This design comes from an exercise in tuning for small area, a short achievable clock period and few clock cycles per item on the open sky130 flow, not from production work. RTL that was checked went through simulation tests only; none was proved equivalent to the original. For runs 3 and 4, only the layout was checked, not whether the RTL still works. No activity file was given, so power comes from the tool's default toggle rates.

**flow/config.mk**
```make
export PLATFORM = sky130hd
export DESIGN_NAME = keyed_ordered_member_list_top
export DESIGN_NICKNAME = keyed_ordered_member_list_top
export VERILOG_FILES = /design/flow/design.v
export SDC_FILE = /design/flow/constraint.sdc
export NUM_CORES = 4
export LEC_CHECK = 0
export CAP_MARGIN = 20
export CORE_MARGIN = 2
export CORE_UTILIZATION = 40
export CTS_CLUSTER_DIAMETER = 120
export CTS_CLUSTER_SIZE = 24
export SLEW_MARGIN = 20
export SYNTH_HIERARCHICAL = 1
```
**flow/constraint.sdc**
```tcl
create_clock -name core_clock -period 10.0 [get_ports {clk}]
set_input_delay 2.0000 -clock core_clock [delete_from_list [all_inputs] [get_ports {clk}]]
set_output_delay 2.0000 -clock core_clock [all_outputs]
set_load 0.01 [all_outputs]
```
**flow/design.v**
```verilog
package kom_pkg;
	localparam int CAPACITY = 16;
	localparam int SLOT_W   = $clog2(CAPACITY);
	localparam int CNT_W    = $clog2(CAPACITY + 1);
	localparam int KEY_W    = 16;
	localparam int STAT_W   = 3;
	localparam logic [1:0] MODE_INSERT = 2'd0;
	localparam logic [1:0] MODE_REMOVE = 2'd1;
	localparam logic [1:0] MODE_LEADER = 2'd2;
	localparam logic [1:0] MODE_LOOKUP = 2'd3;
	localparam logic [STAT_W-1:0] STAT_OK     = 3'd0;
	localparam logic [STAT_W-1:0] STAT_DUP    = 3'd1;
	localparam logic [STAT_W-1:0] STAT_ABSENT = 3'd2;
	localparam logic [STAT_W-1:0] STAT_EMPTY  = 3'd3;
	localparam logic [STAT_W-1:0] STAT_FULL   = 3'd4;
endpackage
module kom_ctrl (
	input  logic                      clk,
	input  logic                      arst_n,
	input  logic                      in_valid,
	output logic                      in_ready,
	input  logic [1:0]                mode,
	input  logic [kom_pkg::KEY_W-1:0] member_id,
	input  logic                      exec,
	output logic                      b_valid,
	output logic [1:0]                b_mode,
	output logic [kom_pkg::KEY_W-1:0] b_key
);
	localparam int KEY_W = kom_pkg::KEY_W;
	logic             b_v_q;
	logic [1:0]       b_mode_q;
	logic [KEY_W-1:0] b_key_q;
	logic             s_v_q;
	logic [1:0]       s_mode_q;
	logic [KEY_W-1:0] s_key_q;
	logic acc;
	logic b_take;
	assign in_ready = !s_v_q;
	assign acc      = in_valid && !s_v_q;
	assign b_take   = !b_v_q || exec;
	always_ff @(posedge clk or negedge arst_n) begin
		if (!arst_n) begin
			b_v_q <= 1'b0;
			s_v_q <= 1'b0;
		end else begin
			if (b_take) begin
				b_v_q <= s_v_q || acc;
				s_v_q <= 1'b0;
			end else if (acc) begin
				s_v_q <= 1'b1;
			end
		end
	end
	always_ff @(posedge clk) begin
		if (b_take) begin
			if (s_v_q) begin
				b_mode_q <= s_mode_q;
				b_key_q  <= s_key_q;
			end else begin
				b_mode_q <= mode;
				b_key_q  <= member_id;
			end
		end
		if (!s_v_q) begin
			s_mode_q <= mode;
			s_key_q  <= member_id;
		end
	end
	assign b_valid = b_v_q;
	assign b_mode  = b_mode_q;
	assign b_key   = b_key_q;
endmodule
module kom_dp (
	input  logic                       clk,
	input  logic                       arst_n,
	input  logic                       b_valid,
	input  logic [1:0]                 b_mode,
	input  logic [kom_pkg::KEY_W-1:0]  b_key,
	output logic                       exec,
	output logic                       out_valid,
	input  logic                       out_ready,
	output logic [kom_pkg::STAT_W-1:0] status,
	output logic                       leader_valid,
	output logic [kom_pkg::KEY_W-1:0]  leader_id,
	output logic [kom_pkg::CNT_W-1:0]  group_size
);
	localparam int CAPACITY = kom_pkg::CAPACITY;
	localparam int CNT_W = kom_pkg::CNT_W;
	localparam int KEY_W = kom_pkg::KEY_W;
	localparam int STAT_W = kom_pkg::STAT_W;
	logic [KEY_W-1:0]    key_q [CAPACITY];
	logic [CAPACITY-1:0] v_q;
	logic                lv_q;
	logic [CNT_W-1:0]    cnt_q;
	logic [STAT_W-1:0]   status_q;
	logic                out_valid_q;
	logic [CAPACITY-1:0] eq;
	logic [CAPACITY-1:0] hit;
	logic [CAPACITY-1:0] at_or_above;
	logic [CAPACITY-1:0] shift;
	logic [CAPACITY-1:0] load;
	logic                found;
	logic                is_ins, is_rem, is_ldr;
	logic                grow, shrink;
	logic [STAT_W-1:0]   dec_status;
	assign exec = b_valid && (!out_valid_q || out_ready);
	always_comb begin
		for (int i = 0; i < CAPACITY; i++) begin
			v_q[i] = (cnt_q > CNT_W'(i));
		end
	end
	always_comb begin
		for (int i = 0; i < CAPACITY; i++) begin
			eq[i]  = (key_q[i] == b_key);
			hit[i] = v_q[i] && eq[i];
		end
		at_or_above[0] = eq[0];
		for (int i = 1; i < CAPACITY; i++) begin
			at_or_above[i] = at_or_above[i-1] || eq[i];
		end
	end
	assign found  = |hit;
	assign is_ins = (b_mode == kom_pkg::MODE_INSERT);
	assign is_rem = (b_mode == kom_pkg::MODE_REMOVE);
	assign is_ldr = (b_mode == kom_pkg::MODE_LEADER);
	assign grow   = is_ins && !found && !v_q[CAPACITY-1];
	assign shrink = (is_rem && found) || (is_ldr && v_q[0]);
	logic [CAPACITY-1:0] shift_pre;
	logic [CAPACITY-1:0] load_pre;
	logic [CAPACITY-1:0] sel_hold;
	always_comb begin
		for (int i = 0; i < CAPACITY; i++) begin
			shift_pre[i] = (is_rem && at_or_above[i]) || is_ldr;
			load_pre[i]  = is_ins && !found && !v_q[i] && ((i == 0) || v_q[(i == 0) ? 0 : i-1]);
		end
	end
	kom_gate u_gate (
		.exec      (exec),
		.shift_pre (shift_pre),
		.load_pre  (load_pre),
		.sel_hold  (sel_hold),
		.sel_shift (shift),
		.sel_load  (load)
	);
	logic [CNT_W-1:0] cnt_up, cnt_dn, cnt_d;
	logic             do_grow, do_shrink;
	assign cnt_up    = cnt_q + 1'b1;
	assign cnt_dn    = cnt_q - 1'b1;
	assign do_grow   = exec && grow;
	assign do_shrink = exec && shrink;
	assign cnt_d     = ({CNT_W{do_grow}} & cnt_up) | ({CNT_W{do_shrink}} & cnt_dn) |
	                   ({CNT_W{!do_grow && !do_shrink}} & cnt_q);
	always_comb begin
		dec_status = kom_pkg::STAT_OK;
		case (b_mode)
			kom_pkg::MODE_INSERT: begin
				if (found) dec_status = kom_pkg::STAT_DUP;
				else if (v_q[CAPACITY-1]) dec_status = kom_pkg::STAT_FULL;
			end
			kom_pkg::MODE_REMOVE: if (!found) dec_status = kom_pkg::STAT_ABSENT;
			kom_pkg::MODE_LEADER: if (!v_q[0]) dec_status = kom_pkg::STAT_EMPTY;
			default:              if (!found) dec_status = kom_pkg::STAT_ABSENT;
		endcase
	end
	logic [KEY_W-1:0] up [CAPACITY];
	always_comb begin
		for (int i = 0; i < CAPACITY; i++) begin
			if (i == 0) begin
				up[i] = key_q[1] & {KEY_W{v_q[1]}};
			end else if (i < CAPACITY - 1) begin
				up[i] = key_q[(i < CAPACITY - 1) ? i+1 : i];
			end else begin
				up[i] = '0;
			end
		end
	end
	for (genvar i = 0; i < CAPACITY; i++) begin : g_slot
		kom_slot #(.RESET(i == 0)) u_slot (
			.clk       (clk),
			.arst_n    (arst_n),
			.sel_hold  (sel_hold[i]),
			.sel_shift (shift[i]),
			.sel_load  (load[i]),
			.up        (up[i]),
			.key       (b_key),
			.q         (key_q[i])
		);
	end
	always_ff @(posedge clk or negedge arst_n) begin
		if (!arst_n) begin
			lv_q        <= 1'b0;
			cnt_q       <= '0;
			out_valid_q <= 1'b0;
		end else begin
			lv_q <= do_grow || (lv_q && !(do_shrink && cnt_q == CNT_W'(1)));
			cnt_q <= cnt_d;
			if (exec) begin
				out_valid_q <= 1'b1;
			end else if (out_ready) begin
				out_valid_q <= 1'b0;
			end
		end
	end
	always_ff @(posedge clk) begin
		if (exec) begin
			status_q <= dec_status;
		end
	end
	assign out_valid    = out_valid_q;
	assign status       = status_q;
	assign leader_valid = lv_q;
	assign leader_id    = key_q[0];
	assign group_size   = cnt_q;
endmodule
module kom_gate (
	input  logic                          exec,
	input  logic [kom_pkg::CAPACITY-1:0]  shift_pre,
	input  logic [kom_pkg::CAPACITY-1:0]  load_pre,
	output logic [kom_pkg::CAPACITY-1:0]  sel_hold,
	output logic [kom_pkg::CAPACITY-1:0]  sel_shift,
	output logic [kom_pkg::CAPACITY-1:0]  sel_load
);
	assign sel_shift = {kom_pkg::CAPACITY{exec}} & shift_pre;
	assign sel_load  = {kom_pkg::CAPACITY{exec}} & load_pre;
	assign sel_hold  = ~({kom_pkg::CAPACITY{exec}} & (shift_pre | load_pre));
endmodule
module kom_slot #(
	parameter bit RESET = 1'b0
) (
	input  logic                      clk,
	input  logic                      arst_n,
	input  logic                      sel_hold,
	input  logic                      sel_shift,
	input  logic                      sel_load,
	input  logic [kom_pkg::KEY_W-1:0] up,
	input  logic [kom_pkg::KEY_W-1:0] key,
	output logic [kom_pkg::KEY_W-1:0] q
);
	localparam int KEY_W = kom_pkg::KEY_W;
	logic [KEY_W-1:0] key_q;
	logic [KEY_W-1:0] key_d;
	assign key_d = ({KEY_W{sel_hold}} & key_q) | ({KEY_W{sel_shift}} & up) |
	               ({KEY_W{sel_load}} & key);
	if (RESET) begin : g_rst
		always_ff @(posedge clk or negedge arst_n) begin
			if (!arst_n) begin
				key_q <= '0;
			end else begin
				key_q <= key_d;
			end
		end
	end else begin : g_nrst
		always_ff @(posedge clk) begin
			key_q <= key_d;
		end
	end
	assign q = key_q;
endmodule
module keyed_ordered_member_list_top (
	input  logic                       clk,
	input  logic                       arst_n,
	input  logic                       in_valid,
	output logic                       in_ready,
	input  logic [1:0]                 mode,
	input  logic [kom_pkg::KEY_W-1:0]  member_id,
	output logic                       out_valid,
	input  logic                       out_ready,
	output logic [kom_pkg::STAT_W-1:0] status,
	output logic                       leader_valid,
	output logic [kom_pkg::KEY_W-1:0]  leader_id,
	output logic [kom_pkg::CNT_W-1:0]  group_size
);
	logic                      exec;
	logic                      b_valid;
	logic [1:0]                b_mode;
	logic [kom_pkg::KEY_W-1:0] b_key;
	kom_ctrl u_ctrl (
		.clk       (clk),
		.arst_n    (arst_n),
		.in_valid  (in_valid),
		.in_ready  (in_ready),
		.mode      (mode),
		.member_id (member_id),
		.exec      (exec),
		.b_valid   (b_valid),
		.b_mode    (b_mode),
		.b_key     (b_key)
	);
	kom_dp u_dp (
		.clk          (clk),
		.arst_n       (arst_n),
		.b_valid      (b_valid),
		.b_mode       (b_mode),
		.b_key        (b_key),
		.exec         (exec),
		.out_valid    (out_valid),
		.out_ready    (out_ready),
		.status       (status),
		.leader_valid (leader_valid),
		.leader_id    (leader_id),
		.group_size   (group_size)
	);
endmodule
```
**flow/flow/run.sh**
```bash
#!/bin/bash
# The standard layout, with two changes to how it is optimised:
# - the setup repair aims 7 ns below the clock period, at the worst path only
#   (TNS_END_PERCENT 10), so it keeps sizing the paths that set the period;
# - the port buffers are buf_4 rather than the delay-cell buffers that
#   buffer_ports picks on its own.
set -euo pipefail
bash standard.sh SETUP_SLACK_MARGIN=7 TNS_END_PERCENT=10 \
	'BUFFER_PORTS_ARGS=-buffer_cell sky130_fd_sc_hd__buf_4' finish > standard_flow.log 2>&1
```
**flow/standard.sh**
```bash
#!/bin/bash
# synth_recipe.tcl (not shown) runs the flow's synth.tcl, then flattens the netlist and writes it again
# the make line also repeats each setting of config.mk as NAME=value (left out here)
make -C /OpenROAD-flow-scripts/flow DESIGN_CONFIG=/design/flow/config.mk WORK_HOME=/design/flow/orfs CLKGATE_MAP_FILE= SYNTH_SCRIPT=/design/flow/synth_recipe.tcl "${@:-finish}"
```
==> results of run 1 <==
==> modules after synthesis (local to each module, per instance), excerpt <==
module    cell area (um^2)  copies in the design  flip-flops and latches  cells inside
kom_gate               324                     1                       0            53
kom_dp                4640                     1                      10           596
kom_ctrl              1260                     1                      38            63
==> worst reg2reg max path, cell delays in order, from the launching register on <==
cell	delay (ps)
edfxtp_1	530
buf_12	220
xor2_1	150
nor4_1	80
nand4_2	180
o2bb2ai_1	100
or4_4	560
nor3_4	330
nand4_1	150
buf_6	190
buf_4	140
nor2_4	170
o21ai_2	170
a222oi_1	390
inv_1	70
==> sequential cells by signal, indices dropped and copies added (netlist names) <==
register and cells:
u_ctrl.b_key_q 16, u_ctrl.b_mode_q 2, u_ctrl.b_v_q 1, u_ctrl.s_key_q 16
u_ctrl.s_mode_q 2, u_ctrl.s_v_q 1, u_dp.cnt_q 5, u_dp.g_slot.u_slot.key_q 256
u_dp.lv_q 1, u_dp.out_valid_q 1, u_dp.status_q 3
==> how the worst min path moves through the flow <==
stage	slack, ps	cells after the start	endpoint	startpoint
5_1_grt	500	1	u_ctrl.s_key_q[13]	u_ctrl.s_key_q[13]
3_3_place_gp	450	1	u_ctrl.s_key_q[9]	u_ctrl.s_key_q[9]
4_1_cts	480	1	u_ctrl.s_key_q[9]	u_ctrl.s_key_q[9]
3_5_place_dp	450	1	u_ctrl.s_key_q[14]	u_ctrl.s_key_q[14]
6_report	480	1	u_ctrl.s_key_q[9]	u_ctrl.s_key_q[9]
2_1_floorplan	440	1	u_ctrl.s_key_q[0]	u_ctrl.s_key_q[0]
==> cell usage in the layout, fill, tap and decap left out, drive strengths merged, types with 38 or more instances in the layout <==
cell,instances
dfxtp,258
nand4,50
a222oi,256
xor2,80
and2,48
nor4,38
o21ai,40
xnor2,177
inv,265
buf,139
==> final cells by class <==
| cell class | instances | area share |
|---|---|---|
| multi-input cells | 876 | 0.442 |
| flip-flops and latches | 304 | 0.357 |
| repair buffers | 145 | 0.0845 |
| inverters | 267 | 0.0570 |
| well taps | 511 | 0.0355 |
| clock buffers | 20 | 0.0242 |
| clock inverters | 1 | 0.000486 |
==> where the power goes <==
part           internal (mW)  switching (mW)  leakage [nW]
logic                   1.10            1.13          5.25
clock network          0.312           0.405         0.218
registers               1.68           0.496          2.65
total                   3.09            2.03          8.11
==> metal layers <==
| metal | routed length, um | track usage | part of all wire |
|---|---|---|---|
| met2 | 21900 | 0.349 | 0.47 |
| met3 | 3260 | 0.0252 | 0.070 |
| met4 | 978 | 0.0458 | 0.021 |
| met5 | 0 | 0 | 0 |
| met1 | 20500 | 0.298 | 0.44 |
==> through the flow <==
stage          worst slack [ps]  utilization  hold slack, ps
2_1_floorplan              6620            -             444
3_3_place_gp               5400        0.417             452
3_5_place_dp               5310        0.417             453
4_1_cts                    6550        0.460             476
5_1_grt                    6330        0.477             496
6_report                   6480        0.477             475
==> timing repair <==
action,in CTS,in global routing
cloned,4,8
resized for setup,160,56
endpoints found under the setup margin,312,312
setup buffers,43,27
pin swaps,18,22
==> cell families (layout without fill, tap and decap cells) <==
| kind of cell | Yosys count | count (layout) | share of synthesized area |
|---|---|---|---|
| AOI/OAI and AO/OA | 331 | 335 | 0.197 |
| xor gates and xnor gates | 257 | 257 | 0.146 |
| adders and majority gates | 5 | 5 | 0.00406 |
| buffers and inverters | 367 | 433 | 0.126 |
| DFF | 304 | 304 | 0.417 |
| muxes | 19 | 19 | 0.0182 |
| other | 1 | 16 | 0.000244 |
| and+or+nand+nor | 244 | 244 | 0.0906 |
==> run summary, run 1 <==
outcome=finished clean; number of global-route vias before repair=12100; Final setup violation count=0; Final Power=5.12 mW; # port buffers=48; Initial DRC Count=2274; top-count cell post-synth=inv_1; clock-pin transition on the worst setup and hold timing paths=100 ps; Die X=200 um; Worst Setup End Kind=flop; Ys Warns=13; NumNets Final=1637; critical-path cell list=buf_12 > xor2_1 > nor4_1 > nand4_2 > o2bb2ai_1 > or4_4 > nor3_4 > nand4_1 > buf_6 > buf_4 > nor2_4 > o21ai_2 > a222oi_1 > inv_1; clock sinks=304; Filler cells=3510; H-tree depth=1; Initial Util=0.408; Synth area leaders=dfxtp_1 34%, a222oi_1 17%, xnor2_1 10%; total gr overflow=0; Worst path top cell family by delay=simple AND/OR/NAND/NOR gates; Leakage=8.11 nW; total track usage=0.212; die area=40100 um^2; crit path buf inv count=4; Worst Reg-to-Reg Cells=14; element type at the critical path start=flop; number of flops mapped to enable cells by yosys=21; P&R area growth vs syn=17.1%; drt pass-1 iters=11; CTS tree=yes; critical-path maximum fanout=10; worst path required time=10410 ps; # rows=71; Worst Setup EP=u_dp.g_slot[12].u_slot.key_q[10]; Rel. slew slack=0.340; pin count of the biggest net entering global routing=64; Post-Syn Instances=1528; die height=200 um; Placed Area=15700 um^2; hold_buf cts=0; routed wire length=46600 um; Critical Path AT=3930 ps; Max Buffers Root-to-Sink=3; Seq/Total Area, Yosys=0.417; Commonest cells post-synth=266 x inv_1, 258 x dfxtp_1, 256 x a222oi_1; fmax=0.284 GHz; Tcrit/Tclk final=0.352; global-route wire length before repair=69700 um; Ant. Diodes=0; Mapped Area=15400 um^2; Setup TNS Final=0 ps; post-synth top area share=0.335; Num CTS Buffers=16; WL/cell=22.0 um; CP peak stage delay=560 ps; Reg area=6430 um^2; # DRC=0; core area=37800 um^2; # IOs=49; minimum clock period=3520 ps; Hold Fails Final Rpt=0; Detail Placement HPWL=28300 um; HP Class=reg2reg; Synth Flop Type=dfxtp_1; Setup Skew=22.2 ps; Peak VDD IR=0.181 mV; CP startpoint=u_ctrl.b_key_q[15]; Crit-path slowest cell=or4_4; fin. max-slew vios=0; Via density=6.02; vias=12800; multi-input logic area=7960 um^2; initial antenna violation count=0; fin area=18000 um^2; Seq cells post-synth=304; worst r2r src=u_ctrl.b_key_q[15]; flop-to-flop setup slack=6480 ps; RR Endpoint=u_dp.g_slot[12].u_slot.key_q[10]; measured slew at the worst slew-check pin=990 ps; Clk Latency, worst-skew pair=520 ps; layout cells sized above 1=0.189; crit path kind=reg2reg; synth unique cells=61; Power per Cell Area=284 nW/um^2; unrepaired setup endpoints after global routing=yes; placed insts=2021; post-synth top area cell=dfxtp_1; Clk Tree Root Cell=clkbuf_16; max-cap violations=0; ys async rst share=0.0822; GPL Wtd Cong=0.906; Crit. path cell count=14; Detail Route Antenna Nets=0; final cell count without fillers=2124; syn avg cell area=10.1 um^2
Testbench counts, summed over its fixed seeds: cycles 24,016, items 24,000.
==> run 2: changes to the inputs <==
==> flow/flow/run.sh (replaced) <==
#!/bin/bash
# The standard layout, with two changes to how it is optimised:
# - the setup repair aims 7 ns below the clock period, at the worst path only
#   (TNS_END_PERCENT 0), so it keeps sizing the path that sets the period;
# - the port buffers are buf_4 rather than the delay-cell buffers that
#   buffer_ports picks on its own.
set -euo pipefail
bash standard.sh SETUP_SLACK_MARGIN=7 TNS_END_PERCENT=0 \
	'BUFFER_PORTS_ARGS=-buffer_cell sky130_fd_sc_hd__buf_4' finish > standard_flow.log 2>&1
==> run summary, run 2 <==
measured slew at the worst slew-check pin=994 ps (+4.42 ps); worst r2r src=u_ctrl.b_key_q[7]; Tcrit/Tclk final=0.351 (-0.000374); Initial DRC Count=1992 (-12%); Detail Placement HPWL=28200 um (-0.48%); fin area=17300 um^2 (-4.0%); core area=37800 um^2 (unchanged); Synth area leaders=dfxtp_1 34%, a222oi_1 17%, xnor2_1 10%; H-tree depth=1 (unchanged); Final Util=0.458 (-0.0192); Worst Reg-to-Reg Cells=15 (+1); Initial Util=0.408 (unchanged); ys async rst share=0.0822 (unchanged); clock sinks=304 (unchanged); Rel. slew slack=0.336 (-0.00431); Seq/Total Area, Yosys=0.417 (unchanged); Setup TNS Final=0 ps (unchanged); placed insts=2021 (unchanged); cell depth of the worst hold path=1 (unchanged); Final setup violation count=0 (unchanged); global-route wire length before repair=68100 um (-2.3%); Reg with most FFs=u_dp.g_slot.u_slot.key_q; Hold Crit Start=u_ctrl.s_key_q[8]; fmax=0.285 GHz (+0.11%); Die X=200 um (unchanged); Hold Fails Final Rpt=0 (unchanged); most frequent cells in the layout=263 x inv_1, 258 x dfxtp_1, 256 x a222oi_1, 177 x xnor2_1, 84 x buf_4; outcome=finished clean; crit path kind=reg2reg; Placed Area=15700 um^2 (-0.25%); Peak VDD IR=0.247 mV (+36%); Leakage=7.79 nW (-4.0%); Mapped Area=15400 um^2 (unchanged); final cell count without fillers=2086 (-1.8%); Power per Cell Area=287 nW/um^2 (+1.0%); GPL Wtd Cong=0.878 (-3.0%); # IOs=49 (unchanged); critical-path maximum fanout=16 (+6); # DRC=0 (unchanged); minimum clock period=3510 ps (-3.74 ps); # rows=71 (unchanged); Synth Flop Type=dfxtp_1; # port buffers=48 (unchanged); pin count of the biggest net entering global routing=63 (-1.6%); Largest regs=u_dp.g_slot.u_slot.key_q: 256 flops, u_ctrl.b_key_q: 16 flops, u_ctrl.s_key_q: 16 flops; HP Class=reg2reg; Clk Latency, worst-skew pair=520 ps (about the same); Critical Path AT=3970 ps (+40 ps); Detail Route Antenna Nets=0 (unchanged); clock-pin transition on the worst setup and hold timing paths=100 ps (about the same); Seq cells post-synth=304 (unchanged); number of global-route vias before repair=11900 (-1.6%); Num CTS Buffers=16 (unchanged); NumNets Final=1598 (-2.4%); routed wire length=43200 um (-7.3%); syn avg cell area=10.1 um^2 (unchanged); final hold slack=473 ps (-2.32 ps); WL/cell=20.7 um (-5.7%); Worst Setup End Kind=flop; Ant. Diodes=0 (unchanged); CTS tree=yes; number of flops mapped to enable cells by yosys=21 (unchanged); flop-to-flop setup slack=6490 ps (about the same); worst min-delay path endpoint=u_ctrl.s_key_q[8]; initial antenna violation count=0 (unchanged); max FFs per register=256 (unchanged); max-cap violations=0 (unchanged); post-synth top area share=0.335 (unchanged); RR Endpoint=u_dp.g_slot[0].u_slot.key_q[13]; fin. max-slew vios=0 (unchanged); synth unique cells=61 (unchanged); Setup Skew=18.9 ps (-3.26 ps); DP Worst Slack=5410 ps (+96.3 ps); Ys Warns=13 (unchanged); Filler cells=3542 (+0.91%); top-count cell post-synth=inv_1; vias=12400 (-2.7%); die area=40100 um^2 (unchanged); post-synth top area cell=dfxtp_1; Via density=5.96 (-0.96%); worst path required time=10460 ps (+50 ps); total track usage=0.208 (-0.00384); Post-Syn Instances=1528 (unchanged); Max Buffers Root-to-Sink=3 (unchanged); P&R area growth vs syn=12.4%; die height=200 um (unchanged); final worst slack=6490 ps (+3.74 ps); most common cell after layout, fill and taps aside=inv_1; Final Power=4.96 mW (-3.0%); total gr overflow=0 (unchanged); element type at the critical path start=flop; drt pass-1 iters=12 (+1); layout cells sized above 1=0.160 (-0.0291); Clk Tree Root Cell=clkbuf_16; unrepaired setup endpoints after global routing=yes; Commonest cells post-synth=266 x inv_1, 258 x dfxtp_1, 256 x a222oi_1
[run 2: where the power goes]
part | switching (mW) | internal [mW]
Combinational | 1.07 | 1.02
Sequential | 0.476 | 1.68
Clock | 0.403 | 0.313
Total | 1.95 | 3.01
[run 2: area by class of cell]
class | instances | area (um^2) | share of cell area
Clock buffer | 21 | 440 | 0.0255
Clock inverter | 1 | 8.76 | 0.000506
Inverter | 267 | 1030 | 0.0594
Multi-Input combinational cell | 874 | 7770 | 0.449
Sequential cell | 304 | 6430 | 0.372
Tap cell | 511 | 639 | 0.0370
Timing Repair Buffer | 108 | 978 | 0.0566
[run 2: cells by family (layout without fill, tap and decap cells)]
group,count (synthesis),after routing,synth area share
adders and majority gates,5,5,0.00406
other,1,16,0.000244
buffers and inverters,367,397,0.126
and+or+nand+nor,244,244,0.0906
AOI/OAI and AO/OA,331,333,0.197
DFF,304,304,0.417
muxes,19,19,0.0182
xor gates and xnor gates,257,257,0.146
[run 2: modules after synthesis, one instance, submodules excluded, a selection]
module    times used  flops+latches
kom_dp             1             10
kom_gate           1              0
kom_ctrl           1             38
[run 2: timing repair]
item	CTS	global route
gates resized for setup	162	8
endpoints found under the setup margin	312	310
gates cloned	1	1
pin swaps	17	6
buffers inserted	38	3
hold buffers	0	0
[run 2: worst max-delay path by stage]
stage / slack [ps] / end / depth (start not counted) / from
2_1_floorplan: 6600 / u_dp.g_slot[10].u_slot.key_q[10] / 14 / u_dp.cnt_q[0]
3_3_place_gp: 5400 / u_dp.g_slot[2].u_slot.key_q[14] / 13 / u_dp.cnt_q[0]
3_5_place_dp: 5410 / u_dp.g_slot[10].u_slot.key_q[13] / 13 / u_dp.cnt_q[0]
4_1_cts: 6630 / u_dp.g_slot[10].u_slot.key_q[13] / 14 / u_ctrl.b_key_q[11]
5_1_grt: 6350 / u_dp.g_slot[6].u_slot.key_q[5] / 15 / u_ctrl.b_key_q[7]
6_report: 6490 / u_dp.g_slot[0].u_slot.key_q[13] / 15 / u_ctrl.b_key_q[7]
[run 2: critical path, cell delays in order (launching register included)]
cell	delay [ps]
edfxtp_1	460
buf_6	170
buf_4	150
xnor2_1	160
nand4_1	190
nor4_4	500
nor3_1	110
o211ai_1	200
buf_4	160
nor3_4	50
buf_4	150
nand2_4	150
nor2_1	90
o21ai_2	590
a222oi_1	230
inv_1	100
[run 2: per-layer routing]
layer	GRT usage	routed length, um	part of all wire	up-vias
met5	0	0	0	-
met4	0.0480	845	0.020	0
met2	0.345	20600	0.48	458
met3	0.0220	2640	0.061	52
li1	-	-	-	5750
met1	0.291	19100	0.44	6174
==> run 3: changes to the inputs <==
--- a/flow/design.v
+++ b/flow/design.v
@@ -94,2 +94,5 @@
 	logic [CNT_W-1:0]    cnt_q;
+	logic [CNT_W-1:0]    cnt_n_q;
+	logic [CNT_W-1:0]    size_q;
+	assign cnt_q = ~cnt_n_q;
 	logic [STAT_W-1:0]   status_q;
@@ -133,3 +136,3 @@
 			shift_pre[i] = (is_rem && at_or_above[i]) || is_ldr;
-			load_pre[i]  = is_ins && !found && !v_q[i] && ((i == 0) || v_q[(i == 0) ? 0 : i-1]);
+			load_pre[i]  = is_ins && !v_q[i] && ((i == 0) || v_q[(i == 0) ? 0 : i-1]);
 		end
@@ -172,3 +175,3 @@
 			end else begin
-				up[i] = '0;
+				up[i] = key_q[i];
 			end
@@ -191,3 +194,4 @@
 			lv_q        <= 1'b0;
-			cnt_q       <= '0;
+			cnt_n_q     <= '1;
+			size_q      <= '0;
 			out_valid_q <= 1'b0;
@@ -195,3 +199,4 @@
 			lv_q <= do_grow || (lv_q && !(do_shrink && cnt_q == CNT_W'(1)));
-			cnt_q <= cnt_d;
+			cnt_n_q <= ~cnt_d;
+			size_q  <= cnt_d;
 			if (exec) begin
@@ -212,3 +217,3 @@
 	assign leader_id    = key_q[0];
-	assign group_size   = cnt_q;
+	assign group_size   = size_q;
 endmodule
==> run summary, run 3 <==
Post-Syn Instances=1502 (-1.7%); RR Endpoint=u_dp.g_slot[7].u_slot.key_q[2]; vias=12700 (+2.3%); Tcrit/Tclk final=0.347 (-0.00443); worst r2r src=u_ctrl.b_key_q[5]; Initial DRC Count=2591 (+30%); most common cell after layout, fill and taps aside=inv_1; CTS tree=yes; Worst Reg-to-Reg Cells=13 (-2); Setup TNS Final=0 ps (unchanged); total track usage=0.239 (+0.0307); crit path kind=reg2reg; top-count cell post-synth=inv_1; Hold Fails Final Rpt=0 (unchanged); hold_buf cts=0 (unchanged); GPL Wtd Cong=0.829 (-5.6%); measured slew at the worst slew-check pin=1050 ps (+53.3 ps); clock share of power=0.136 (-0.008); Seq pwr share=0.427 (-0.007); unrepaired setup endpoints after global routing=yes; die area=40500 um^2 (+1.1%); syn avg cell area=10.4 um^2 (+2.9%); Via density=6.08 (+2.1%); # DRC=0 (unchanged); Reg with most FFs=u_dp.g_slot.u_slot.key_q; Die X=201 um (+0.56%); H-tree depth=1 (unchanged); drt pass-1 iters=15 (+3); fmax=0.288 GHz (+1.3%); core area=38600 um^2 (+2.1%); Worst Setup End Kind=flop; Comb power frac=0.436 (+0.015); fin. max-slew vios=0 (unchanged); Num CTS Buffers=16 (unchanged); Clk Latency, worst-skew pair=530 ps (about the same); total gr overflow=0 (unchanged); pin count of the biggest net entering global routing=58 (-7.9%); routed wire length=50100 um (+16%); outcome=finished clean; clock sinks=309 (+1.6%); critical-path maximum fanout=16 (unchanged); max-cap violations=0 (unchanged); Ant. Diodes=0 (unchanged); P&R area growth vs syn=14.0%; final hold slack=475 ps (+2.31 ps); post-synth top area cell=dfxtp_1; cell internal pwr=3.26 mW (+8.2%); # rows=72 (+1.4%); Mapped Area=15600 um^2 (+1.1%); Ys Warns=13 (unchanged); Commonest cells post-synth=262 x inv_1, 258 x dfxtp_1, 256 x a222oi_1; post-synth top area share=0.332 (-0.00380); Final setup violation count=0 (unchanged); WL/cell=24.0 um (+16%); most frequent cells in the layout=262 x inv_1, 258 x dfxtp_1, 256 x a222oi_1, 240 x xnor2_1, 101 x buf_4; Largest regs=u_dp.g_slot.u_slot.key_q: 256 flops, u_ctrl.b_key_q: 16 flops, u_ctrl.s_key_q: 16 flops; Setup Skew=35.0 ps (+16.0 ps); max FFs per register=256 (unchanged); element type at the critical path start=flop; Final Util=0.461 (+0.00238); placed insts=1988 (-1.6%); Synth Flop Type=dfxtp_1; Filler cells=3654 (+3.2%); clock-pin transition on the worst setup and hold timing paths=100 ps (about the same); minimum clock period=3470 ps (-44.3 ps); NumNets Final=1595 (-0.19%); die height=201 um (+0.56%); Detail Placement HPWL=27100 um (-3.8%); Detail Route Antenna Nets=0 (unchanged); worst path required time=10390 ps (-70 ps); Synth area leaders=dfxtp_1 33%, a222oi_1 16%, xnor2_1 14%; CP startpoint=u_ctrl.b_key_q[5]; switch share=0.387 (-0.00542); synth unique cells=67 (+9.8%); Critical Path AT=3860 ps (-110 ps); Max Buffers Root-to-Sink=3 (unchanged); Clk Tree Root Cell=clkbuf_16; Final Power=5.32 mW (+7.2%); # port buffers=48 (unchanged); Switch Pwr=2.06 mW (+5.7%); Leakage=7.96 nW (+2.2%); Power per Cell Area=299 nW/um^2 (+4.4%); layout cells sized above 1=0.162 (+0.00158); # IOs=49 (unchanged); number of global-route vias before repair=12300 (+3.2%); number of flops mapped to enable cells by yosys=21 (unchanged); Seq/Total Area, Yosys=0.421 (+0.00371); global-route wire length before repair=75600 um (+11%); Initial Util=0.404 (-0.00391); Rel. slew slack=0.299 (-0.0368); HP Class=reg2reg; ys async rst share=0.0971 (+0.0149); Seq cells post-synth=309 (+1.6%); Worst Setup EP=u_dp.g_slot[7].u_slot.key_q[2]; flop-to-flop setup slack=6530 ps (+40 ps); Hold Crit Start=u_ctrl.s_key_q[7]; initial antenna violation count=0 (unchanged); final cell count without fillers=2090 (+0.19%); Peak VDD IR=0.123 mV (-50%)
[run 3: changes by cell type after synthesis, sizes merged, moves of 6 or more]
cell   delta
xnor2    +67
xor2     -63
nor3     -15
nor4     -15
nand4    +11
a21oi     -9
nor2      -8
and3      +6
nand2     -6
[run 3: how the worst min path moves through the flow]
stage | end | cells past startpoint
2_1_floorplan | u_ctrl.s_key_q[0] | 1
3_3_place_gp | u_ctrl.s_key_q[10] | 1
3_5_place_dp | u_ctrl.s_key_q[3] | 1
4_1_cts | u_ctrl.s_key_q[7] | 1
5_1_grt | u_ctrl.s_key_q[10] | 1
6_report | u_ctrl.s_key_q[7] | 1
[run 3: per-layer routing]
| metal | GRT usage | vias to the layer above | share of wire |
|---|---|---|---|
| li1 | - | 5710 | - |
| met1 | 0.308 | 6254 | 0.40 |
| met2 | 0.385 | 635 | 0.46 |
| met3 | 0.0491 | 115 | 0.094 |
| met4 | 0.109 | 0 | 0.045 |
| met5 | 0 | - | 0 |
[run 3: critical path: stages, from the launching register on]
cell and delay, ps:
edfxtp_1 490, buf_6 200, xnor2_1 180, nand4_1 130
nor4_2 640, nor4_4 120, nand2b_1 160, buf_4 130
nand2b_1 140, nor3_1 50, o21ai_0 280, o21ai_2 260
a222oi_1 430, inv_1 100
[run 3: what timing repair did]
action                                  4_1_cts  5_1_grt
gates cloned                                 17        1
resized for setup                            65       14
endpoints found under the setup margin      317      315
setup buffers                                49       13
pin swaps                                    11       17
[run 3: final cells by class]
type,count,area [um^2],area share
timing repair buffer,144,1760,0.0993
clock inverter,1,5.00,0.000282
multi-input combinational,835,7370,0.415
clock buffer,21,440,0.0248
sequential,309,6550,0.369
tap,518,648,0.0365
inverter,262,983,0.0554
[run 3: kinds of logic (layout without fill, tap and decap cells)]
kind of cell / Yosys count / count (layout) / synth area share
AO/OA/AOI/OAI: 324 / 324 / 0.196
XOR/XNOR: 261 / 261 / 0.148
adder cells (fa/ha/maj): 5 / 5 / 0.00402
buffers and inverters: 360 / 428 / 0.121
flip-flops: 309 / 309 / 0.421
multiplexers: 21 / 21 / 0.0196
AND/OR/NAND/NOR: 222 / 224 / 0.0901
[run 3: stage by stage]
stage | area [um^2] | setup slack (ps)
6_report | 17800 | 6530
5_1_grt | 17800 | 6370
4_1_cts | 17600 | 6620
3_5_place_dp | 15900 | 6020
3_3_place_gp | 15900 | 6020
2_1_floorplan | 15700 | 6720
[run 3: power by group through the flow]
stage | clock network (mW) | registers, mW | logic [mW]
after floorplan | 0 | 2.15 | 1.63
after global placement | 0 | 2.27 | 1.91
after detailed placement | 0 | 2.28 | 1.95
after CTS | 0.738 | 2.26 | 2.26
after global routing | 0.783 | 2.33 | 2.51
final | 0.725 | 2.27 | 2.32
[run 3: Yosys stat by module (local to each module, per instance), excerpt]
module	flops+latches	copies in the design	cells	cell area, um^2
kom_dp	15	1	570	4820
kom_ctrl	38	1	63	1260
kom_gate	0	1	53	324
==> run 4: changes to the inputs <==
--- a/flow/design.v
+++ b/flow/design.v
@@ -26,3 +26,4 @@
 	output logic [1:0]                b_mode,
-	output logic [kom_pkg::KEY_W-1:0] b_key
+	output logic [kom_pkg::KEY_W-1:0] b_key,
+	output logic [kom_pkg::KEY_W-1:0] b_data
 );
@@ -32,2 +33,3 @@
 	logic [KEY_W-1:0] b_key_q;
+	logic [KEY_W-1:0] b_dat_n_q;
 	logic             s_v_q;
@@ -58,2 +60,3 @@
 				b_key_q  <= s_key_q;
+				b_dat_n_q <= ~s_key_q;
 			end else begin
@@ -61,2 +64,3 @@
 				b_key_q  <= member_id;
+				b_dat_n_q <= ~member_id;
 			end
@@ -71,2 +75,3 @@
 	assign b_key   = b_key_q;
+	assign b_data  = ~b_dat_n_q;
 endmodule
@@ -78,2 +83,3 @@
 	input  logic [kom_pkg::KEY_W-1:0]  b_key,
+	input  logic [kom_pkg::KEY_W-1:0]  b_data,
 	output logic                       exec,
@@ -94,5 +100,2 @@
 	logic [CNT_W-1:0]    cnt_q;
-	logic [CNT_W-1:0]    cnt_n_q;
-	logic [CNT_W-1:0]    size_q;
-	assign cnt_q = ~cnt_n_q;
 	logic [STAT_W-1:0]   status_q;
@@ -136,3 +139,3 @@
 			shift_pre[i] = (is_rem && at_or_above[i]) || is_ldr;
-			load_pre[i]  = is_ins && !v_q[i] && ((i == 0) || v_q[(i == 0) ? 0 : i-1]);
+			load_pre[i]  = is_ins && !found && !v_q[i] && ((i == 0) || v_q[(i == 0) ? 0 : i-1]);
 		end
@@ -175,3 +178,3 @@
 			end else begin
-				up[i] = key_q[i];
+				up[i] = '0;
 			end
@@ -187,3 +190,3 @@
 			.up        (up[i]),
-			.key       (b_key),
+			.key       (b_data),
 			.q         (key_q[i])
@@ -194,4 +197,3 @@
 			lv_q        <= 1'b0;
-			cnt_n_q     <= '1;
-			size_q      <= '0;
+			cnt_q       <= '0;
 			out_valid_q <= 1'b0;
@@ -199,4 +201,3 @@
 			lv_q <= do_grow || (lv_q && !(do_shrink && cnt_q == CNT_W'(1)));
-			cnt_n_q <= ~cnt_d;
-			size_q  <= cnt_d;
+			cnt_q <= cnt_d;
 			if (exec) begin
@@ -217,3 +218,3 @@
 	assign leader_id    = key_q[0];
-	assign group_size   = size_q;
+	assign group_size   = cnt_q;
 endmodule
@@ -281,2 +282,3 @@
 	logic [kom_pkg::KEY_W-1:0] b_key;
+	logic [kom_pkg::KEY_W-1:0] b_data;
 	kom_ctrl u_ctrl (
@@ -291,3 +293,4 @@
 		.b_mode    (b_mode),
-		.b_key     (b_key)
+		.b_key     (b_key),
+		.b_data    (b_data)
 	);
@@ -299,2 +302,3 @@
 		.b_key        (b_key),
+		.b_data       (b_data),
 		.exec         (exec),
==> run summary, run 4 <==
Setup Skew=26.3 ps (-8.66 ps); Filler cells=3611 (-1.2%); clock sinks=320 (+3.6%); initial antenna violation count=0 (unchanged); Clk Latency, worst-skew pair=530 ps (about the same); unrepaired setup endpoints after global routing=yes; fin. max-slew vios=0 (unchanged); max FFs per register=256 (unchanged); routed wire length=53100 um (+5.9%); Critical Path AT=3990 ps (+130 ps); # port buffers=48 (unchanged); Rel. slew slack=0.255 (-0.0446); Setup TNS Final=0 ps (unchanged); crit path kind=reg2reg; pin count of the biggest net entering global routing=63 (+8.6%); number of global-route vias before repair=13000 (+5.9%); Detail Placement HPWL=32600 um (+20%); die height=204 um (+1.1%); Final setup violation count=0 (unchanged); P&R area growth vs syn=17.1%; Commonest cells post-synth=292 x inv_1, 258 x dfxtp_1, 256 x a222oi_1; total track usage=0.243 (+0.00470); layout cells sized above 1=0.189 (+0.0273); Clk Tree Root Cell=clkbuf_16; Crit-path slowest cell=edfxtp_1; core area=39500 um^2 (+2.6%); minimum clock period=3590 ps (+119 ps); final worst slack=6410 ps (-119 ps); Via density=6.15 (+1.0%); Hold Fails Final Rpt=0 (unchanged); Final Util=0.471 (+0.0107); Num CTS Buffers=17 (+1); HP Class=reg2reg; most common cell after layout, fill and taps aside=inv_1; global-route wire length before repair=78400 um (+3.7%); synth unique cells=63 (-6.0%); NumNets Final=1698 (+6.5%); fmax=0.279 GHz (-3.3%); Synth area leaders=dfxtp_1 32%, a222oi_1 16%, xnor2_1 9.7%; critical-path cell list=buf_12 > buf_4 > xnor2_1 > nand4_1 > nor4_4 > nor3_1 > o211ai_1 > nor3_4 > buf_6 > nand3_4 > nor4_4 > buf_6 > and2_2 > a222oi_1 > inv_1; # DRC=0 (unchanged); crit path buf inv count=5 (+2); die area=41400 um^2 (+2.2%); GPL Wtd Cong=0.947 (+14%); DP Worst Slack=5580 ps (-440 ps); post-synth top area share=0.324 (-0.00722); measured slew at the worst slew-check pin=1120 ps (+69.6 ps); outcome=finished clean; Post-Syn Instances=1576 (+4.9%); drt pass-1 iters=13 (-2); Worst Setup End Kind=flop; syn avg cell area=10.1 um^2 (-2.6%); Mapped Area=15900 um^2 (+2.2%); CTS tree=yes; most frequent cells in the layout=288 x inv_1, 258 x dfxtp_1, 256 x a222oi_1, 177 x xnor2_1, 123 x buf_4; Die X=204 um (+1.1%); Ys Warns=13 (unchanged); Leakage=8.46 nW (+6.3%); Seq/Total Area, Yosys=0.434 (+0.0128); Worst path top cell family by delay=simple AND/OR/NAND/NOR gates; CP peak stage delay=520 ps (-120 ps); ys async rst share=0.0781 (-0.0190); max-cap violations=0 (unchanged); WL/cell=24.1 um (+0.47%); post-synth top area cell=dfxtp_1; # IOs=49 (unchanged); critical-path maximum fanout=16 (unchanged); worst path required time=10410 ps (+20 ps); total gr overflow=0 (unchanged); Tcrit/Tclk final=0.359 (+0.0119); Detail Route Antenna Nets=0 (unchanged); top-count cell post-synth=inv_1; H-tree depth=1 (unchanged); Power per Cell Area=289 nW/um^2 (-3.4%); Ant. Diodes=0 (unchanged); # rows=73 (+1.4%); Max Buffers Root-to-Sink=3 (unchanged); Initial Util=0.403 (-0.00137); final hold slack=476 ps (+0.487 ps); Initial DRC Count=2851 (+10%); Peak VDD IR=0.109 mV (-11%); Synth Flop Type=dfxtp_1; clock-pin transition on the worst setup and hold timing paths=100 ps (about the same); vias=13500 (+6.5%); Reg with most FFs=u_dp.g_slot.u_slot.key_q; number of flops mapped to enable cells by yosys=37 (+76%); Seq cells post-synth=320 (+3.6%); element type at the critical path start=flop
[run 4: cell types whose count changed after synthesis, sizes merged, moves of 8 or more]
cell,before,now
nor3,4,19
nor2,15,23
mux2i,2,15
inv,262,298
nand4,61,50
nor4,23,38
edfxtp,21,37
xnor2,244,177
a21oi,3,12
xor2,17,80
mux2,19,4
[run 4: layer usage]
layer | GRT usage | wire length [um]
met5 | 0 | 0
met4 | 0.0957 | 2410
met1 | 0.319 | 21100
met2 | 0.407 | 24600
met3 | 0.0313 | 4940
[run 4: report_power, final]
group	leakage [nW]	switching, mW	internal (mW)
clock network	0.230	0.439	0.324
logic	5.42	1.23	1.11
registers	2.81	0.509	1.77
[run 4: path summary, 6_finish.rpt]
path,slack (ps),end,start,cells past startpoint
worst max register to register,6410,u_dp.g_slot[6].u_slot.key_q[14],u_ctrl.b_key_q[5],15
worst min-delay path,480,u_ctrl.s_mode_q[1],u_ctrl.s_mode_q[1],1
min in group asynchronous,1380,u_dp.cnt_q[0],arst_n,1
max in group asynchronous,8340,u_dp.cnt_q[1],arst_n,1
worst min register to register,480,u_ctrl.s_mode_q[1],u_ctrl.s_mode_q[1],1
worst max-delay path,6410,u_dp.g_slot[6].u_slot.key_q[14],u_ctrl.b_key_q[5],15
[run 4: layout make-up]
cell class / count / area (um^2) / area share
flip-flops and latches: 320 / 6920 / 0.371
clock buffers: 24 / 452 / 0.0242
inverters: 299 / 1150 / 0.0616
multi-input cells: 875 / 7890 / 0.423
well taps: 525 / 657 / 0.0352
clock inverters: 2 / 25.0 / 0.00134
repair buffers: 158 / 1550 / 0.0834
[run 4: timing repair]
item	in CTS	in global routing
resized for setup	111	57
hold buffers	0	0
setup endpoints to repair	328	326
pin swaps	12	40
setup buffers	58	34
gates cloned	1	4
[run 4: through the flow]
| step | instances | instance area [um^2] | power (mW) |
|---|---|---|---|
| 6_report | 2203 | 18600 | 5.39 |
| 5_1_grt | 2203 | 18600 | 5.66 |
| 4_1_cts | 2165 | 18000 | 5.20 |
| 3_5_place_dp | 2080 | 16400 | 4.18 |
| 3_3_place_gp | 2080 | 16400 | 4.15 |
| 2_1_floorplan | 1591 | 16200 | 3.68 |
[run 4: kinds of logic after synthesis]
logic type	share of synthesized area
buffers and inverters	0.130
AO/OA/AOI/OAI	0.191
flip-flops	0.434
XOR/XNOR	0.141
AND/OR/NAND/NOR	0.0876
multiplexers	0.0127
adder cells (fa/ha/maj)	0.00393
other	0.000236
[run 4: per-module statistics from Yosys (local to each module, per instance), excerpt]
module | cell area [um^2] | cells inside
kom_ctrl | 1790 | 111
kom_dp | 4640 | 596
kom_gate | 324 | 53
==> run 5: changes to the inputs <==
--- a/flow/design.v
+++ b/flow/design.v
@@ -26,4 +26,3 @@
 	output logic [1:0]                b_mode,
-	output logic [kom_pkg::KEY_W-1:0] b_key,
-	output logic [kom_pkg::KEY_W-1:0] b_data
+	output logic [kom_pkg::KEY_W-1:0] b_key
 );
@@ -33,3 +32,2 @@
 	logic [KEY_W-1:0] b_key_q;
-	logic [KEY_W-1:0] b_dat_n_q;
 	logic             s_v_q;
@@ -60,3 +58,2 @@
 				b_key_q  <= s_key_q;
-				b_dat_n_q <= ~s_key_q;
 			end else begin
@@ -64,3 +61,2 @@
 				b_key_q  <= member_id;
-				b_dat_n_q <= ~member_id;
 			end
@@ -75,3 +71,2 @@
 	assign b_key   = b_key_q;
-	assign b_data  = ~b_dat_n_q;
 endmodule
@@ -83,3 +78,2 @@
 	input  logic [kom_pkg::KEY_W-1:0]  b_key,
-	input  logic [kom_pkg::KEY_W-1:0]  b_data,
 	output logic                       exec,
@@ -190,3 +184,3 @@
 			.up        (up[i]),
-			.key       (b_data),
+			.key       (b_key),
 			.q         (key_q[i])
@@ -282,3 +276,2 @@
 	logic [kom_pkg::KEY_W-1:0] b_key;
-	logic [kom_pkg::KEY_W-1:0] b_data;
 	kom_ctrl u_ctrl (
@@ -293,4 +286,3 @@
 		.b_mode    (b_mode),
-		.b_key     (b_key),
-		.b_data    (b_data)
+		.b_key     (b_key)
 	);
@@ -302,3 +294,2 @@
 		.b_key        (b_key),
-		.b_data       (b_data),
 		.exec         (exec),
==> flow/flow/run.sh (replaced) <==
#!/bin/bash
# The standard layout, with two changes to how it is optimised:
# - the setup repair aims 7 ns below the clock period, at the worst path only
#   (TNS_END_PERCENT 0), so it keeps sizing the path that sets the period;
# - the port buffers are buf_2 rather than the delay-cell buffers that
#   buffer_ports picks on its own.
set -euo pipefail
bash standard.sh SETUP_SLACK_MARGIN=7 TNS_END_PERCENT=0 \
	'BUFFER_PORTS_ARGS=-buffer_cell sky130_fd_sc_hd__buf_2' finish > standard_flow.log 2>&1
==> run summary, run 5 <==
Power per Cell Area=288 nW/um^2 (-0.55%); Worst Setup End Kind=flop; Synth Flop Type=dfxtp_1; cell internal pwr=3.01 mW (-6.1%); final worst slack=6500 ps (+92.8 ps); clock-pin transition on the worst setup and hold timing paths=100 ps (about the same); NumNets Final=1604 (-5.5%); Compound-Gate Fraction of Synth Area=0.197 (+0.00648); Switch Pwr=1.95 mW (-10%); Detail Route Antenna Nets=0 (unchanged); vias=12400 (-8.6%); Seq pwr share=0.434 (+0.010); most frequent cells in the layout=262 x inv_1, 258 x dfxtp_1, 256 x a222oi_1, 177 x xnor2_1, 79 x xor2_1; fin area=17300 um^2 (-7.4%); Post-Syn Instances=1528 (-3.0%); Seq/Total Area, Yosys=0.417 (-0.0165); Hold Fails Final Rpt=0 (unchanged); Initial DRC Count=2136 (-25%); element type at the critical path start=flop; CP startpoint=u_ctrl.b_key_q[7]; clock share of power=0.144 (+0.003); Placed Area=15600 um^2 (-5.0%); Tcrit/Tclk final=0.350 (-0.00928); largest family of logic cells by synthesized area=compound AO/OA/AOI/OAI gates; outcome=finished clean; Synth area leaders=dfxtp_1 34%, a222oi_1 17%, xnor2_1 10%; routed wire length=44000 um (-17%); Final setup violation count=0 (unchanged); Ys Warns=13 (unchanged); ys async rst share=0.0822 (+0.00411); Setup Skew=23.0 ps (-3.28 ps); max FFs per register=256 (unchanged); most common cell after layout, fill and taps aside=inv_1; Initial Util=0.408 (+0.00528); unrepaired setup endpoints after global routing=yes; Post-Synth XOR/XNOR Area=0.146 (+0.00480); final cell count without fillers=2093 (-5.0%); measured slew at the worst slew-check pin=889 ps (-227 ps); # DRC=0 (unchanged); max-cap violations=0 (unchanged); HP Class=reg2reg; # rows=71 (-2.7%); clock sinks=304 (-5.0%); GPL Wtd Cong=0.884 (-6.6%); placed insts=2020 (-2.9%); top-count cell post-synth=inv_1; number of flops mapped to enable cells by yosys=21 (-43%); Detail Placement HPWL=28300 um (-13%); fmax=0.286 GHz (+2.7%); Clk Latency, worst-skew pair=510 ps (-20 ps); WL/cell=21.0 um (-13%); Via density=5.91 (-3.8%); Seq cells post-synth=304 (-5.0%); synth unique cells=61 (-3.2%); Hold Crit Start=u_ctrl.s_key_q[8]; die area=40100 um^2 (-3.2%); Reg with most FFs=u_dp.g_slot.u_slot.key_q; H-tree depth=1 (unchanged); worst r2r src=u_ctrl.b_key_q[7]; Commonest cells post-synth=266 x inv_1, 258 x dfxtp_1, 256 x a222oi_1; minimum clock period=3500 ps (-92.8 ps); die height=200 um (-1.6%); pin count of the biggest net entering global routing=64 (+1.6%); post-synth top area share=0.335 (+0.0110); drt pass-1 iters=11 (-2); flop-to-flop setup slack=6500 ps (+90 ps); P&R area growth vs syn=12.1%; global-route wire length before repair=70000 um (-11%); Num CTS Buffers=16 (-1); # IOs=49 (unchanged); post-synth top area cell=dfxtp_1; Clk Tree Root Cell=clkbuf_16; initial antenna violation count=0 (unchanged); Peak VDD IR=0.194 mV (+77%); total track usage=0.213 (-0.0303); critical-path maximum fanout=8 (-8); layout cells sized above 1=0.159 (-0.0296); # port buffers=48 (unchanged); simple-gate share of the synthesized area=0.0906 (+0.00298); Leakage=7.82 nW (-7.6%); Die X=200 um (-1.6%); core area=37800 um^2 (-4.5%); post-synthesis mux area share=0.0182 (+0.00547); Comb power frac=0.422 (-0.013); Largest regs=u_dp.g_slot.u_slot.key_q: 256 flops, u_ctrl.b_key_q: 16 flops, u_ctrl.s_key_q: 16 flops; syn avg cell area=10.1 um^2 (-0.25%); crit path kind=reg2reg; fin. max-slew vios=0 (unchanged); Rel. slew slack=0.402 (+0.148); number of global-route vias before repair=12000 (-8.1%); Mapped Area=15400 um^2 (-3.3%); switch share=0.393 (-0.0113); Max Buffers Root-to-Sink=3 (unchanged); Critical Path AT=3890 ps (-100 ps); worst path required time=10400 ps (about the same); adder-cell share of the synthesized area=0.00406 (+0.000133); CTS tree=yes; Filler cells=3543 (-1.9%); DP Worst Slack=5320 ps (-259 ps); total gr overflow=0 (unchanged); Ant. Diodes=0 (unchanged); Setup TNS Final=0 ps (unchanged)
==> run 5: cells by family (layout without fill, tap and decap cells) <==
family                     after synthesis  after routing
muxes                                   19             19
DFF                                    304            304
xor gates and xnor gates               257            257
other                                    1             16
AOI/OAI and AO/OA                      331            333
buffers and inverters                  367            404
adders and majority gates                5              5
and+or+nand+nor                        244            244
==> run 5: worst max-delay path, stage by stage (launching register included) <==
cell and delay [ps]:
edfxtp_1 400, buf_6 170, buf_4 160, xnor2_1 160, nand4_1 140, nor4_4 90, o2bb2ai_1 150, or4_4 540
nor3_4 230, buf_12 150, nand3_4 120, nor4_4 310, buf_4 200, o21ai_4 110, a222oi_1 360, inv_1 70
==> run 5: layer usage <==
metal / routed length (um) / GRT usage
met5: 0 / 0
met4: 724 / 0.0440
met3: 2980 / 0.0283
met2: 20900 / 0.350
met1: 19400 / 0.299
==> run 5: final timing paths <==
path	to	cells after the start
max	u_dp.g_slot[6].u_slot.key_q[13]	15
min	u_ctrl.s_key_q[8]	1
max reg2reg	u_dp.g_slot[6].u_slot.key_q[13]	15
min reg2reg	u_ctrl.s_key_q[8]	1
max in group asynchronous	u_dp.cnt_q[2]	1
min in group asynchronous	u_dp.g_slot[0].u_slot.key_q[4]	1
==> run 5: layout make-up <==
class                   count  area (um^2)  share of cell area
well taps                 511          639              0.0370
multi-input cells         874         7720               0.447
flip-flops and latches    304         6430               0.372
repair buffers            114          992              0.0575
inverters                 267         1030              0.0594
clock buffers              22          444              0.0257
clock inverters             1         8.76            0.000507
==> run 5: power by group through the flow <==
stage               Combinational, mW  Sequential [mW]  Clock (mW)
global route                     2.29             2.21       0.778
finish                           2.09             2.15       0.716
global placement                 1.71             2.21           0
floorplan                        1.49             2.05           0
CTS                              2.07             2.14       0.736
detailed placement               1.74             2.21           0
==> run 5: repair_timing <==
action                                  in CTS  in global routing
endpoints found under the setup margin     312                310
setup buffers                               47                  0
pin swaps                                   26                  1
gates cloned                                 3                  0
gates resized for setup                    159                  5
hold endpoints to repair                     0                  0
hold buffers                                 0                  0
==> run 5: metrics by stage <==
stage,utilization,power (mW),hold slack (ps)
after floorplan,-,3.54,444
after global placement,0.412,3.92,451
after detailed placement,0.413,3.95,456
after CTS,0.456,4.95,479
after global routing,0.457,5.27,495
final,0.457,4.96,475
==> run 5: modules after synthesis (local to each module, per instance), excerpt <==
module | cells inside | times used
kom_dp | 596 | 1
kom_ctrl | 63 | 1
kom_gate | 53 | 1
Testbench counts of run 5, summed over its fixed seeds: cycles 24,016, items 24,000.
==> run 6: changes to the inputs <==
--- a/flow/config.mk
+++ b/flow/config.mk
@@ -12,2 +12,3 @@
 export CTS_CLUSTER_SIZE = 24
+export GPL_ROUTABILITY_DRIVEN = 0
 export SLEW_MARGIN = 20
==> run summary, run 6 <==
most common cell after layout, fill and taps aside=inv_1; outcome=finished clean; fin area=17100 um^2 (-0.95%); crit path kind=reg2reg; # IOs=49 (unchanged); WL/cell=20.9 um (-0.77%); Post-Syn Instances=1528 (unchanged); Leakage=7.71 nW (-1.4%); die height=200 um (unchanged); clock sinks=304 (unchanged); die area=40100 um^2 (unchanged); Die X=200 um (unchanged); # rows=71 (unchanged); total track usage=0.209 (-0.00391); critical-path maximum fanout=16 (+8); pin count of the biggest net entering global routing=63 (-1.6%); RR Endpoint=u_dp.g_slot[4].u_slot.key_q[14]; Seq pwr share=0.438 (+0.004); Synth area leaders=dfxtp_1 34%, a222oi_1 17%, xnor2_1 10%; Num CTS Buffers=16 (unchanged); Clk Tree Root Cell=clkbuf_16; core area=37800 um^2 (unchanged); post-synth top area cell=dfxtp_1; CP startpoint=u_dp.cnt_q[2]; Final setup violation count=0 (unchanged); Peak VDD IR=0.183 mV (-5.6%); most frequent cells in the layout=263 x inv_1, 258 x dfxtp_1, 256 x a222oi_1, 177 x xnor2_1, 80 x xor2_1; initial antenna violation count=0 (unchanged); routed wire length=43300 um (-1.5%); measured slew at the worst slew-check pin=1030 ps (+145 ps); Seq cells post-synth=304 (unchanged); max FFs per register=256 (unchanged); max-cap violations=0 (unchanged); Seq/Total Area, Yosys=0.417 (unchanged); worst r2r src=u_dp.cnt_q[2]; clock-pin transition on the worst setup and hold timing paths=100 ps (about the same); Synth Flop Type=dfxtp_1; # DRC=0 (unchanged); worst path required time=10490 ps (+90 ps); Commonest cells post-synth=266 x inv_1, 258 x dfxtp_1, 256 x a222oi_1; hold_buf cts=0 (unchanged); syn avg cell area=10.1 um^2 (unchanged); Reg with most FFs=u_dp.g_slot.u_slot.key_q; Ant. Diodes=0 (unchanged); total gr overflow=0 (unchanged); Worst Setup EP=u_dp.g_slot[4].u_slot.key_q[14]; Switch Pwr=1.94 mW (-0.41%); # port buffers=48 (unchanged); Rel. slew slack=0.309 (-0.0933); NumNets Final=1589 (-0.94%); layout cells sized above 1=0.149 (-0.0105); drt pass-1 iters=13 (+2); synth unique cells=61 (unchanged); post-synth top area share=0.335 (unchanged); Max Buffers Root-to-Sink=3 (unchanged); minimum clock period=3490 ps (-10.1 ps); fin. max-slew vios=0 (unchanged); number of global-route vias before repair=11900 (-0.55%); H-tree depth=1 (unchanged); Initial Util=0.408 (unchanged); cell internal pwr=2.98 mW (-1.1%); vias=12500 (+1.1%); Initial DRC Count=2034 (-4.8%); number of flops mapped to enable cells by yosys=21 (unchanged); ys async rst share=0.0822 (unchanged); top-count cell post-synth=inv_1; P&R area growth vs syn=11.1%; HP Class=reg2reg; global-route wire length before repair=68700 um (-1.9%); Setup Skew=37.6 ps (+14.5 ps); Power per Cell Area=288 nW/um^2 (+0.11%); Critical Path AT=3970 ps (+80 ps); Setup TNS Final=0 ps (unchanged); Comb power frac=0.419 (-0.003); Hold Fails Final Rpt=0 (unchanged); Detail Placement HPWL=28200 um (-0.63%); clock share of power=0.143 (about the same); flop-to-flop setup slack=6510 ps (about the same); unrepaired setup endpoints after global routing=yes; Worst Reg-to-Reg Cells=11 (-4); CTS tree=yes; Worst Setup End Kind=flop; Clk Latency, worst-skew pair=540 ps (+30 ps); Largest regs=u_dp.g_slot.u_slot.key_q: 256 flops, u_ctrl.b_key_q: 16 flops, u_ctrl.s_key_q: 16 flops; switch share=0.395 (+0.00172); Ys Warns=13 (unchanged); Via density=6.02 (+1.8%); Hold Crit Start=u_ctrl.s_key_q[8]; Placed Area=15600 um^2 (about the same); fmax=0.287 GHz (+0.29%); element type at the critical path start=flop; Tcrit/Tclk final=0.349 (-0.00101); Mapped Area=15400 um^2 (unchanged); Detail Route Antenna Nets=0 (unchanged)
[run 6: cell count changes in the layout (fill, tap and decap cells not counted), moves of 2 or more]
cell / change
buf_12: -5
and2_4: -2
buf_4: -16
buf_8: +4
buf_2: -2
clkinvlp_4: -2
nor4_4: -3
buf_6: +3
nor4_2: +3
[run 6: cells by family (layout without fill, tap and decap cells)]
kind of cell / Yosys count / in the layout / share of synthesized area
other: 1 / 16 / 0.000244
and+or+nand+nor: 244 / 244 / 0.0906
DFF: 304 / 304 / 0.417
adders and majority gates: 5 / 5 / 0.00406
muxes: 19 / 19 / 0.0182
xor gates and xnor gates: 257 / 257 / 0.146
buffers and inverters: 367 / 389 / 0.126
AOI/OAI and AO/OA: 331 / 332 / 0.197
[run 6: worst min-delay path by stage]
stage	to	depth (start not counted)
floorplan	u_ctrl.s_key_q[0]	1
global placement	u_ctrl.s_key_q[9]	1
detailed placement	u_ctrl.s_key_q[8]	1
CTS	u_ctrl.s_key_q[8]	1
global route	u_ctrl.s_key_q[7]	1
finish	u_ctrl.s_key_q[8]	1
[run 6: power groups by stage]
| stage | Clock, mW | Combinational [mW] | Sequential [mW] |
|---|---|---|---|
| global placement | 0 | 1.71 | 2.21 |
| floorplan | 0 | 1.49 | 2.05 |
| finish | 0.703 | 2.06 | 2.15 |
| detailed placement | 0 | 1.74 | 2.21 |
| CTS | 0.724 | 2.03 | 2.15 |
| global route | 0.759 | 2.25 | 2.21 |
[run 6: timing repair]
item | 4_1_cts | 5_1_grt
pin swaps | 18 | 0
resized for setup | 156 | 3
setup buffers | 33 | 0
setup endpoints to repair | 312 | 311
cloned | 3 | 0
[run 6: final cells by class]
type | instances | area (um^2)
timing repair buffer | 100 | 897
fill | 3575 | 20700
tap | 511 | 639
clock buffer | 20 | 415
sequential | 304 | 6430
clock inverter | 2 | 25.0
multi-input combinational | 873 | 7680
inverter | 267 | 1020
[run 6: worst max-delay path, stage by stage, from the launching register on]
cell       delay [ps]
dfrtp_2           420
buf_4             160
nor3_4            320
o21ai_0           190
o2bb2ai_1         180
or4_4             550
nor3_4            280
nand3_4           190
nor2_1            290
and2_1            560
a222oi_1          220
inv_1              80
[run 6: routing by layer]
metal	track usage	share of wire	routed length (um)	up-vias
li1	-	-	-	5726
met1	0.293	0.44	19000	6184
met2	0.343	0.47	20400	530
met3	0.0262	0.071	3070	63
met4	0.0482	0.021	892	0
met5	0	0	0	-
[run 6: modules after synthesis (local to each module, per instance), excerpt]
module / cell area, um^2 / flip-flops and latches
kom_gate: 324 / 0
kom_dp: 4640 / 10
kom_ctrl: 1260 / 38
[run 6: per-stage QoR]
stage | power, mW | setup slack (ps) | utilization | instances | hold slack (ps)
detailed placement | 3.95 | 5350 | 0.412 | 2019 | 456
global placement | 3.91 | 5370 | 0.412 | 2019 | 452
floorplan | 3.54 | 6600 | - | 1543 | 444
finish | 4.92 | 6510 | 0.453 | 2077 | 474
global route | 5.22 | 6290 | 0.453 | 2077 | 488
CTS | 4.90 | 6580 | 0.452 | 2077 | 476
==> run 7: changes to the inputs <==
==> flow/flow/run.sh (replaced) <==
#!/bin/bash
# The standard layout, with two changes to how it is optimised:
# - the setup repair aims 7.5 ns below the clock period, at the worst path only
#   (TNS_END_PERCENT 0), so it keeps sizing the path that sets the period;
# - the port buffers are buf_2 rather than the delay-cell buffers that
#   buffer_ports picks on its own.
set -euo pipefail
bash standard.sh SETUP_SLACK_MARGIN=7.5 TNS_END_PERCENT=0 \
	'BUFFER_PORTS_ARGS=-buffer_cell sky130_fd_sc_hd__buf_2' finish > standard_flow.log 2>&1
==> run summary, run 7 <==
outcome=finished clean; simple-gate share of the synthesized area=0.0906 (unchanged); CTS tree=yes; final hold slack=474 ps (unchanged); adder-cell share of the synthesized area=0.00406 (unchanged); WL/cell=20.9 um (unchanged); multi-input logic area=7680 um^2 (unchanged); post-synthesis mux area share=0.0182 (unchanged); Peak VDD IR=0.183 mV (unchanged); fin. max-slew vios=0 (unchanged); worst path required time=10490 ps (about the same); number of global-route vias before repair=11900 (unchanged); Worst Reg-to-Reg Cells=11 (unchanged); Final Util=0.453 (unchanged); max-cap violations=0 (unchanged); post-synth top area share=0.335 (unchanged); # DRC=0 (unchanged); # port buffers=48 (unchanged); Leakage=7.71 nW (unchanged); Seq/Total Area, Yosys=0.417 (unchanged); clock share of power=0.143 (about the same); Initial Util=0.408 (unchanged); largest family of logic cells by synthesized area=compound AO/OA/AOI/OAI gates; Num CTS Buffers=16 (unchanged); Max Buffers Root-to-Sink=3 (unchanged); Setup TNS Final=0 ps (unchanged); minimum clock period=3490 ps (unchanged); Via density=6.02 (unchanged); routed wire length=43300 um (unchanged); Largest regs=u_dp.g_slot.u_slot.key_q: 256 flops, u_ctrl.b_key_q: 16 flops, u_ctrl.s_key_q: 16 flops; Detail Route Antenna Nets=0 (unchanged); most frequent cells in the layout=263 x inv_1, 258 x dfxtp_1, 256 x a222oi_1, 177 x xnor2_1, 80 x xor2_1; NumNets Final=1589 (unchanged); drt pass-1 iters=13 (unchanged); Ant. Diodes=0 (unchanged); Seq cells post-synth=304 (unchanged); critical-path maximum fanout=16 (unchanged); total track usage=0.209 (unchanged); Reg with most FFs=u_dp.g_slot.u_slot.key_q; DP Worst Slack=5350 ps (unchanged); Rel. slew slack=0.309 (unchanged); global-route wire length before repair=68700 um (unchanged); max FFs per register=256 (unchanged); most common cell after layout, fill and taps aside=inv_1; H-tree depth=1 (unchanged); Critical Path AT=3970 ps (about the same); Mapped Area=15400 um^2 (unchanged); switch share=0.395 (unchanged); # rows=71 (unchanged)
## run 7: cell counts in the layout (fill, tap and decap cells not counted)
No cell type changed its count.
## run 7: power by group through the flow
stage | Sequential [mW] | Combinational [mW] | Clock (mW)
6_report | 2.15 | 2.06 | 0.703
5_1_grt | 2.21 | 2.25 | 0.759
4_1_cts | 2.15 | 2.03 | 0.724
3_5_place_dp | 2.21 | 1.74 | 0
3_3_place_gp | 2.21 | 1.71 | 0
2_1_floorplan | 2.05 | 1.49 | 0
## run 7: final cells by class
type | count | share of cell area
sequential | 304 | 0.376
timing repair buffer | 100 | 0.0525
multi-input combinational | 873 | 0.449
clock buffer | 20 | 0.0243
tap | 511 | 0.0374
clock inverter | 2 | 0.00146
inverter | 267 | 0.0596
## run 7: modules after synthesis, one instance, submodules excluded, a selection
module    flip-flops and latches  cells  area, um^2
kom_ctrl                      38     63        1260
kom_dp                        10    596        4640
kom_gate                       0     53         324
## run 7: logic make-up after synthesis
kind of cell / Yosys count
compound gates: 331
xor+xnor: 257
fa+ha+maj: 5
buf+inv: 367
flops: 304
mux: 19
other cells: 1
simple gates: 244
## run 7: worst min-delay path by stage
stage | to | slack, ps | from | cells past startpoint
2_1_floorplan | u_ctrl.s_key_q[0] | 440 | u_ctrl.s_key_q[0] | 1
3_3_place_gp | u_ctrl.s_key_q[9] | 450 | u_ctrl.s_key_q[9] | 1
3_5_place_dp | u_ctrl.s_key_q[8] | 460 | u_ctrl.s_key_q[8] | 1
4_1_cts | u_ctrl.s_key_q[8] | 480 | u_ctrl.s_key_q[8] | 1
5_1_grt | u_ctrl.s_key_q[7] | 490 | u_ctrl.s_key_q[7] | 1
6_report | u_ctrl.s_key_q[8] | 470 | u_ctrl.s_key_q[8] | 1
## run 7: worst max-delay path, stage by stage (launching register included)
cell,delay [ps]
dfrtp_2,420
buf_4,160
nor3_4,320
o21ai_0,190
o2bb2ai_1,180
or4_4,550
nor3_4,280
nand3_4,190
nor2_1,290
and2_1,560
a222oi_1,220
inv_1,80
## run 7: repair_timing
action                     4_1_cts  5_1_grt
gates cloned                     3        0
pin swaps                       18        0
hold endpoints to repair         0        0
resized for setup              156        3
setup endpoints to repair      315      315
buffers inserted                33        0
## run 7: metrics by stage
step,cells,cell area [um^2],power [mW]
2_1_floorplan,1543,15500,3.54
3_3_place_gp,2019,15600,3.91
3_5_place_dp,2019,15600,3.95
4_1_cts,2077,17100,4.90
5_1_grt,2077,17100,5.22
6_report,2077,17100,4.92
## run 7: per-layer routing
metal / vias to the layer above / GRT usage / share of wire
met2: 530 / 0.343 / 0.47
li1: 5726 / - / -
met4: 0 / 0.0482 / 0.021
met1: 6184 / 0.293 / 0.44
met3: 63 / 0.0262 / 0.071
met5: - / 0 / 0

Check on run 7: ideal ports give 6.515 ns setup slack; a clkbuf_16 on the clock port and buf_2 on the inputs give 6.515 ns; moving port delays by the midpoint clock arrival (0.571 ns) as well gives 6.087 ns.
